From an optimization exercise on the open Yosys and OpenROAD flow, aimed at small area, a short achievable clock period and few clock cycles per item; shortcuts taken in it are not production practice.
At most, simulation tests tie the RTL to the original design; equivalence was not proved.
Power is estimated from default activity; no workload was simulated.

## the baseline
// burst_mem_ctrl
module burst_mem_ctrl #(
  parameter int unsigned DATA_W    = 8,
  parameter int unsigned ADDR_W    = 8,
  parameter int unsigned BURST_LEN = 4,
  parameter int unsigned MEM_DEPTH = 512
) (
  input  logic              clk,
  input  logic              rst,
  input  logic              req_valid,
  output logic              req_ready,
  input  logic              req_write,
  input  logic [ADDR_W-1:0] req_addr,
  input  logic              wr_valid,
  output logic              wr_ready,
  input  logic [DATA_W-1:0] wr_data,
  output logic              rd_valid,
  input  logic              rd_ready,
  output logic [DATA_W-1:0] rd_data,
  output logic              rd_last,
  output logic              busy
);
  localparam int unsigned BEAT_W = $clog2(BURST_LEN);
  localparam int unsigned MEM_AW = $clog2(MEM_DEPTH);
  localparam int unsigned LINE_W = MEM_AW - BEAT_W;
  localparam int unsigned RQN = 8;               
  localparam int unsigned RQW = $clog2(RQN);
  localparam int unsigned WQN = 2;               
  localparam int unsigned WQW = $clog2(WQN);
  localparam int unsigned WSW = WQW + 1;         
  localparam int unsigned LA_W = 3;
  localparam int unsigned LB_W = LINE_W - LA_W;
  logic [MEM_DEPTH-1:0][DATA_W-1:0] mem;
  logic [RQN-1:0][LINE_W-1:0] rq_line_q;
  logic [RQN-1:0][LINE_W-1:0] rq_line_d;
  logic [RQN-1:0][WSW-1:0]    rq_pend_q;
  logic [RQN-1:0][WSW-1:0]    rq_pend_d;
  logic [RQN-1:0]    rq_v_q, rq_v_d;
  logic [RQW-1:0]    rq_rd_q, rq_rd_d;
  logic [RQW-1:0]    rq_wr_q, rq_wr_d;
  logic [BEAT_W-1:0] rbeat_q, rbeat_d;           
  logic [LINE_W-1:0] cur_line_d;                 
  logic [BURST_LEN-1:0]  rsel_b_q, rsel_b_d;
  logic [(1<<LA_W)-1:0]  rsel_a_q, rsel_a_d;
  ...
Size: about 9700 cells after synthesis, ~4200 flip-flops, roughly 35 I/O pins, about 160000 um^2 of cells after synthesis.
Settings: LEC_CHECK=0, CAP_MARGIN=20, CORE_MARGIN=2, CORE_UTILIZATION=50, SLEW_MARGIN=20; clock period 5.6 ns.
run.sh (not shown) runs the stock make flow with config.mk's settings and CLKGATE_MAP_FILE= SYNTH_SCRIPT=/design/flow/synth_recipe.tcl, a recipe that flattens the netlist after the stock synthesis.
The baseline did not make it past global routing (5_1_grt), where a tool error ended it.
Relative to the baseline, the following input files were edited for the candidate:
--- a/flow/design.v
+++ b/flow/design.v
@@ -21,70 +21,58 @@
 );
   localparam int unsigned BEAT_W = $clog2(BURST_LEN);
   localparam int unsigned MEM_AW = $clog2(MEM_DEPTH);
   localparam int unsigned LINE_W = MEM_AW - BEAT_W;
   localparam int unsigned RQN = 8;               
   localparam int unsigned RQW = $clog2(RQN);
   localparam int unsigned WQN = 2;               
   localparam int unsigned WQW = $clog2(WQN);
   localparam int unsigned WSW = WQW + 1;         
-  localparam int unsigned LA_W = 3;
-  localparam int unsigned LB_W = LINE_W - LA_W;
-  logic [MEM_DEPTH-1:0][DATA_W-1:0] mem;
+  logic [DATA_W-1:0] mem [MEM_DEPTH];
   logic [RQN-1:0][LINE_W-1:0] rq_line_q;
   logic [RQN-1:0][LINE_W-1:0] rq_line_d;
   logic [RQN-1:0][WSW-1:0]    rq_pend_q;
   logic [RQN-1:0][WSW-1:0]    rq_pend_d;
   logic [RQN-1:0]    rq_v_q, rq_v_d;
   logic [RQW-1:0]    rq_rd_q, rq_rd_d;
   logic [RQW-1:0]    rq_wr_q, rq_wr_d;
   logic [BEAT_W-1:0] rbeat_q, rbeat_d;           
-  logic [LINE_W-1:0] cur_line_d;                 
-  logic [BURST_LEN-1:0]  rsel_b_q, rsel_b_d;
-  logic [(1<<LA_W)-1:0]  rsel_a_q, rsel_a_d;
-  logic [(1<<LB_W)-1:0]  rsel_c_q, rsel_c_d;
+  logic [LINE_W-1:0] cur_line_q, cur_line_d;     
   logic [WSW-1:0]    cur_pend_q, cur_pend_d;     
   logic [WQN-1:0][LINE_W-1:0] wq_line_q;
   logic [WQN-1:0][LINE_W-1:0] wq_line_d;
   logic [WQN-1:0]    wq_v_q, wq_v_d;
   logic [WQW-1:0]    w_acc_q, w_acc_d;           
   logic [WQW-1:0]    w_done_q, w_done_d;         
   logic [BEAT_W-1:0] wbeat_q, wbeat_d;           
   logic              req_ready_q, req_ready_d;
   logic              wr_ready_q, wr_ready_d;
   logic              rd_valid_q, rd_valid_d;
   logic [DATA_W-1:0] rd_data_q;
   logic              rd_last_q, rd_last_d;
   logic              busy_q, busy_d;
   logic              req_fire, wr_fire, rd_fire, rd_load;
   logic              w_ok, w_head, w_blk, w_last;
   logic [WSW-1:0]    w_open_d;
   logic [LINE_W-1:0] wline, wline_d;
-  logic [MEM_AW-1:0] waddr;
+  logic [MEM_AW-1:0] raddr, waddr;
   logic [DATA_W-1:0] rdata;
   assign w_head   = wq_v_q[w_done_q];
   assign wline    = wq_line_q[w_done_q];
   assign req_fire = req_valid && req_ready_q;
   assign wr_fire  = wr_valid && wr_ready_q && w_head;
   assign rd_fire  = rd_valid_q && rd_ready;
   assign w_last = wr_fire && (wbeat_q == BEAT_W'(BURST_LEN - 1));
   assign w_ok = (cur_pend_q == '0) || ((cur_pend_q == WSW'(1)) && w_last);
   assign rd_load = rq_v_q[rq_rd_q] && w_ok && (!rd_valid_q || rd_ready);
+  assign raddr = {cur_line_q, rbeat_q};
   assign waddr = {wline, wbeat_q};
-  always_comb begin
-    rdata = '0;
-    for (int w = 0; w < MEM_DEPTH; w++) begin
-      if (rsel_b_q[w % BURST_LEN] && rsel_a_q[(w / BURST_LEN) % (1 << LA_W)] &&
-          rsel_c_q[w / (BURST_LEN << LA_W)]) begin
-        rdata = rdata | mem[w];
-      end
-    end
-  end
+  assign rdata = mem[raddr];
   always_comb begin
     rq_line_d = rq_line_q;
     rq_pend_d = rq_pend_q;
     rq_v_d    = rq_v_q;
     rq_rd_d   = rq_rd_q;
     rq_wr_d   = rq_wr_q;
     rbeat_d   = rbeat_q;
     wq_line_d = wq_line_q;
     wq_v_d    = wq_v_q;
@@ -124,24 +112,18 @@
       end else begin
         rq_line_d[rq_wr_q] = LINE_W'(req_addr);
         rq_pend_d[rq_wr_q] = w_open_d;
         rq_v_d[rq_wr_q]    = 1'b1;
         rq_wr_d = rq_wr_q + RQW'(1);
       end
     end
     cur_line_d = rq_line_d[rq_rd_d];
     cur_pend_d = rq_pend_d[rq_rd_d];
-    rsel_b_d = '0;
-    rsel_b_d[rbeat_d] = 1'b1;
-    rsel_a_d = '0;
-    rsel_a_d[cur_line_d[LA_W-1:0]] = 1'b1;
-    rsel_c_d = '0;
-    rsel_c_d[cur_line_d[LINE_W-1:LA_W]] = 1'b1;
     wline_d    = wq_line_d[w_done_d];
     w_blk = 1'b0;
     for (int i = 0; i < RQN; i++) begin
       if (rq_v_d[i] && (rq_pend_d[i] == '0) && (rq_line_d[i] == wline_d) &&
           !((RQW'(i) == rq_rd_d) && (rbeat_d > wbeat_d))) begin
         w_blk = 1'b1;
       end
     end
     req_ready_d = !rq_v_d[rq_wr_d] && !wq_v_d[w_acc_d];
@@ -177,31 +159,27 @@
       rd_valid_q  <= rd_valid_d;
       rd_last_q   <= rd_last_d;
       busy_q      <= busy_d;
     end
   end
   always_ff @(posedge clk) begin
     rq_line_q  <= rq_line_d;
     rq_pend_q  <= rq_pend_d;
     wq_line_q  <= wq_line_d;
-    rsel_b_q   <= rsel_b_d;
-    rsel_a_q   <= rsel_a_d;
-    rsel_c_q   <= rsel_c_d;
+    cur_line_q <= cur_line_d;
     cur_pend_q <= cur_pend_d;
     if (rd_load) begin
       rd_data_q <= rdata;
     end
   end
   always_ff @(posedge clk) begin
-    for (int w = 0; w < MEM_DEPTH; w++) begin
-      if (!rst && wr_fire && (waddr == MEM_AW'(w))) begin
-        mem[w] <= wr_data;
-      end
+    if (!rst && wr_fire) begin
+      mem[waddr] <= wr_data;
     end
   end
   assign req_ready = req_ready_q;
   assign wr_ready  = wr_ready_q;
   assign rd_valid  = rd_valid_q;
   assign rd_data   = rd_data_q;
   assign rd_last   = rd_last_q;
   assign busy      = busy_q;
 endmodule
--- outcome ---
The candidate finished every stage and its layout cleared the timing, DRC and antenna checks. On synthesized area per cell, the higher figure sits with the candidate, not the baseline. Number of nets produced by synthesis (the candidate vs. the baseline) decreases by more than 10%. Min post-synthesis cell count across the baseline and the candidate: the candidate. Per the comparison of the candidate with the baseline, register bit total from synthesis went down by 0.49%, post-synthesis compound-gate area fraction went down by 11 points, sum of net half-perimeters after detailed placement went down by about 75%, total standard cell area after synthesis went up by about 2.3%. On number of enable flip-flop cells after synthesis, the baseline and the candidate are neck and neck. The candidate — post-placement worst setup slack 0.53 ns higher, the baseline as reference. The candidate: die outline width about 1.1% above the baseline. Summary: with the baseline as the reference, routability-driven placement congestion ratio in the candidate moved down by more than a quarter. Summary of the comparison: number of clock sinks seen by CTS is lower in the candidate, relative to the baseline.
Testbench counts of the candidate, summed over its fixed seeds: cycles 7,712, bursts 3,200.
Only the layout flow was run in the baseline; the RTL was not checked for function there.


north:
burst_mem_ctrl, a different RTL version from the one above (not shown whole).
Size in the first run: about 4400 flip-flops, about 35 I/O pins.
Settings: LEC_CHECK=0, CAP_MARGIN=20, CORE_MARGIN=2, CORE_UTILIZATION=50, CTS_CLUSTER_DIAMETER=80, CTS_CLUSTER_SIZE=20, SETUP_SLACK_MARGIN=2.9, SLEW_MARGIN=20, TNS_END_PERCENT=5, BUFFER_PORTS_ARGS=-buffer_cell sky130_fd_sc_hd__buf_4; clock period 5.6 ns.
standard.sh (not shown) runs the stock make flow with config.mk's settings and CLKGATE_MAP_FILE= SYNTH_SCRIPT=/design/flow/synth_recipe.tcl, a recipe that flattens the netlist after the stock synthesis.
==> flow/flow/run.sh <==
#!/bin/bash
set -euo pipefail
echo "export BUFFER_PORTS_ARGS = -buffer_cell sky130_fd_sc_hd__buf_4" >> config.mk
bash standard.sh > standard.log 2>&1
To summarise north: no stage aborted, but the layout did not pass its checks, failing on antenna violations.
Testbench counts of north, summed over its fixed seeds: cycles 7,710, bursts 3,200.
The following lists how south was set up differently from north:
--- a/flow/design.v
+++ b/flow/design.v
@@ -27,19 +27,19 @@
   localparam int unsigned LA_N   = 1 << LA_W;
   localparam int unsigned LB_N   = 1 << (LINE_W - LA_W);
   localparam int unsigned RQN = 8;               
   localparam int unsigned WQN = 2;               
   logic [NLINE-1:0][BURST_LEN-1:0][DATA_W-1:0] mem;
   logic [RQN-1:0][LINE_W-1:0] rq_line_q, rq_line_d;
   logic [RQN-1:0][WQN-1:0]    rq_pend_q, rq_pend_d;
   logic [RQN-1:0]             rq_same_q, rq_same_d;
   logic [RQN-1:0]             rq_v_q, rq_v_d;
-  logic [NLINE-1:0]           rsel_q, rsel_d;    
+  logic [LINE_W-1:0]          rline_q;           
   logic [LINE_W-1:0]          lastw_q, lastw_d;  
   logic [BURST_LEN-1:0][DATA_W-1:0] lb_q, lb_d;
   logic                       lb_v_q, lb_v_d;
   logic [BURST_LEN-1:0]       lbb_q, lbb_d;      
   logic [WQN-1:0][LINE_W-1:0] wq_line_q, wq_line_d;
   logic [WQN-1:0]             wq_v_q, wq_v_d;
   logic [BURST_LEN-1:0]       wbb_q, wbb_d;      
   logic [LA_N-1:0]            wsa_q, wsa_d;      
   logic [LB_N-1:0]            wsc_q, wsc_d;      
@@ -67,24 +67,19 @@
   assign r_push   = req_fire && !req_write;
   assign w_push   = req_fire && req_write;
   assign wr_fire  = wr_valid && wgo_q;
   assign w_last   = wr_valid && wgl_q;
   assign rd_take  = lb_v_q && (!rd_valid_q || rd_ready);
   assign lb_free  = !lb_v_q || (lbb_q[BURST_LEN-1] && (!rd_valid_q || rd_ready));
   assign lb_load  = rq_v_q[0] && lb_free &&
                     (!rq_pend_q[0][0] ||
                      (!rq_pend_q[0][WQN-1] && w_last && !rq_same_q[0]));
-  always_comb begin
-    line_rdata = '0;
-    for (int l = 0; l < NLINE; l++) begin
-      if (rsel_q[l]) line_rdata = line_rdata | mem[l];
-    end
-  end
+  assign line_rdata = mem[rline_q];
   always_comb begin
     lb_d       = lb_q;
     lb_v_d     = lb_v_q;
     lbb_d      = lbb_q;
     rd_valid_d = rd_valid_q;
     wbb_d      = wbb_q;
     lastw_d    = lastw_q;
     rd_data_d = {DATA_W{!rd_take}} & rd_data_q;
     for (int b = 0; b < BURST_LEN; b++) begin
@@ -149,19 +144,18 @@
       if (r_push && !rq_v_d[i] && (i == 0 || rq_v_d[(i + RQN - 1) % RQN])) begin
         rq_line_d[i] = req_line;
         rq_pend_d[i] = wq_v_d;
         rq_same_d[i] = (req_line == lastw_q);
         rq_v_d[i]    = 1'b1;
       end
     end
     if (lb_load) rline_d = rq_v_q[1] ? rq_line_q[1] : req_line;
     else         rline_d = rq_v_q[0] ? rq_line_q[0] : req_line;
-    for (int l = 0; l < NLINE; l++) rsel_d[l] = (rline_d == LINE_W'(l));
     if (w_last) begin
       wsa_d = wq_v_q[1] ? dec_a(wq_line_q[1]) : dec_a(req_line);
       wsc_d = wq_v_q[1] ? dec_c(wq_line_q[1]) : dec_c(req_line);
     end else begin
       wsa_d = wq_v_q[0] ? wsa_q : dec_a(req_line);
       wsc_d = wq_v_q[0] ? wsc_q : dec_c(req_line);
     end
     req_ready_d = !rq_v_d[RQN-1] && !wq_v_d[WQN-1];
     wr_ready_d  = !w_blk;
@@ -199,19 +193,19 @@
       busy_q      <= busy_d;
     end
   end
   always_ff @(posedge clk) begin
     rq_line_q  <= rq_line_d;
     rq_pend_q  <= rq_pend_d;
     rq_same_q  <= rq_same_d;
     wq_line_q  <= wq_line_d;
     lastw_q    <= lastw_d;
-    rsel_q     <= rsel_d;
+    rline_q    <= rline_d;
     wsa_q      <= wsa_d;
     wsc_q      <= wsc_d;
     lb_q       <= lb_d;
     lbb_q      <= lbb_d;
     rd_data_q  <= rd_data_d;
   end
   always_ff @(posedge clk) begin
     for (int l = 0; l < NLINE; l++) begin
       for (int b = 0; b < BURST_LEN; b++) begin
==> results.txt <==
Every stage of the flow completed for south, and the final layout passed the timing, DRC and antenna checks. Non-clock buffer count: higher on north. Of the two candidates, north has the better worst supply voltage drop on vdd and south the worse one. | clock network power | south vs north | about 10% lower |. Compared with north, vias per cell in south decreased by more than 10%. From north to south the numbers moved as follows: number of iterations in the first detailed-routing pass fell 2, wire length moved down, horizontal extent of the die shows an increase of 2.1%, clock network area share decreased 0.46 points, number of gates on the worst path with buffers counted increased by 4 relative to the old numbers. For the count of clock tree sinks, south came in 2.7% lower than north did. Compared with north, south shows a higher design area. south does better than north on worst hold margin.
Testbench counts of south, summed over its fixed seeds: cycles 7,710, bursts 3,200.

-- static timing again, ports no longer ideal --
Ports are ideal in the flow. The routed layouts listed here were re-timed in OpenROAD.
Step 1 assumes that a clkbuf_16 drives the clock port and a buf_2 every other input.
Step 2 adds t to the input delays and takes it off the output delays; t is the mean of the earliest and latest rising clock arrival at the registers after step 1. Input paths then give back, and output paths get back, about the clock's delay inside the block.
a / b / c = ideal / step 1 / step 2; a / b = the first two.
run	shift t [ns]	setup slack, ns	worst setup path after step 2	clock arrival spread, ns	pins driven straight from the clock port
the candidate	1.038	1.235 / 1.235 / 0.692	input to register	0.060 / 0.061	1
north	1.079	2.422 / 2.422 / 1.678	input to register	0.068 / 0.069	1
south	1.040	2.439 / 2.439 / 1.695	input to register	0.058 / 0.057	1
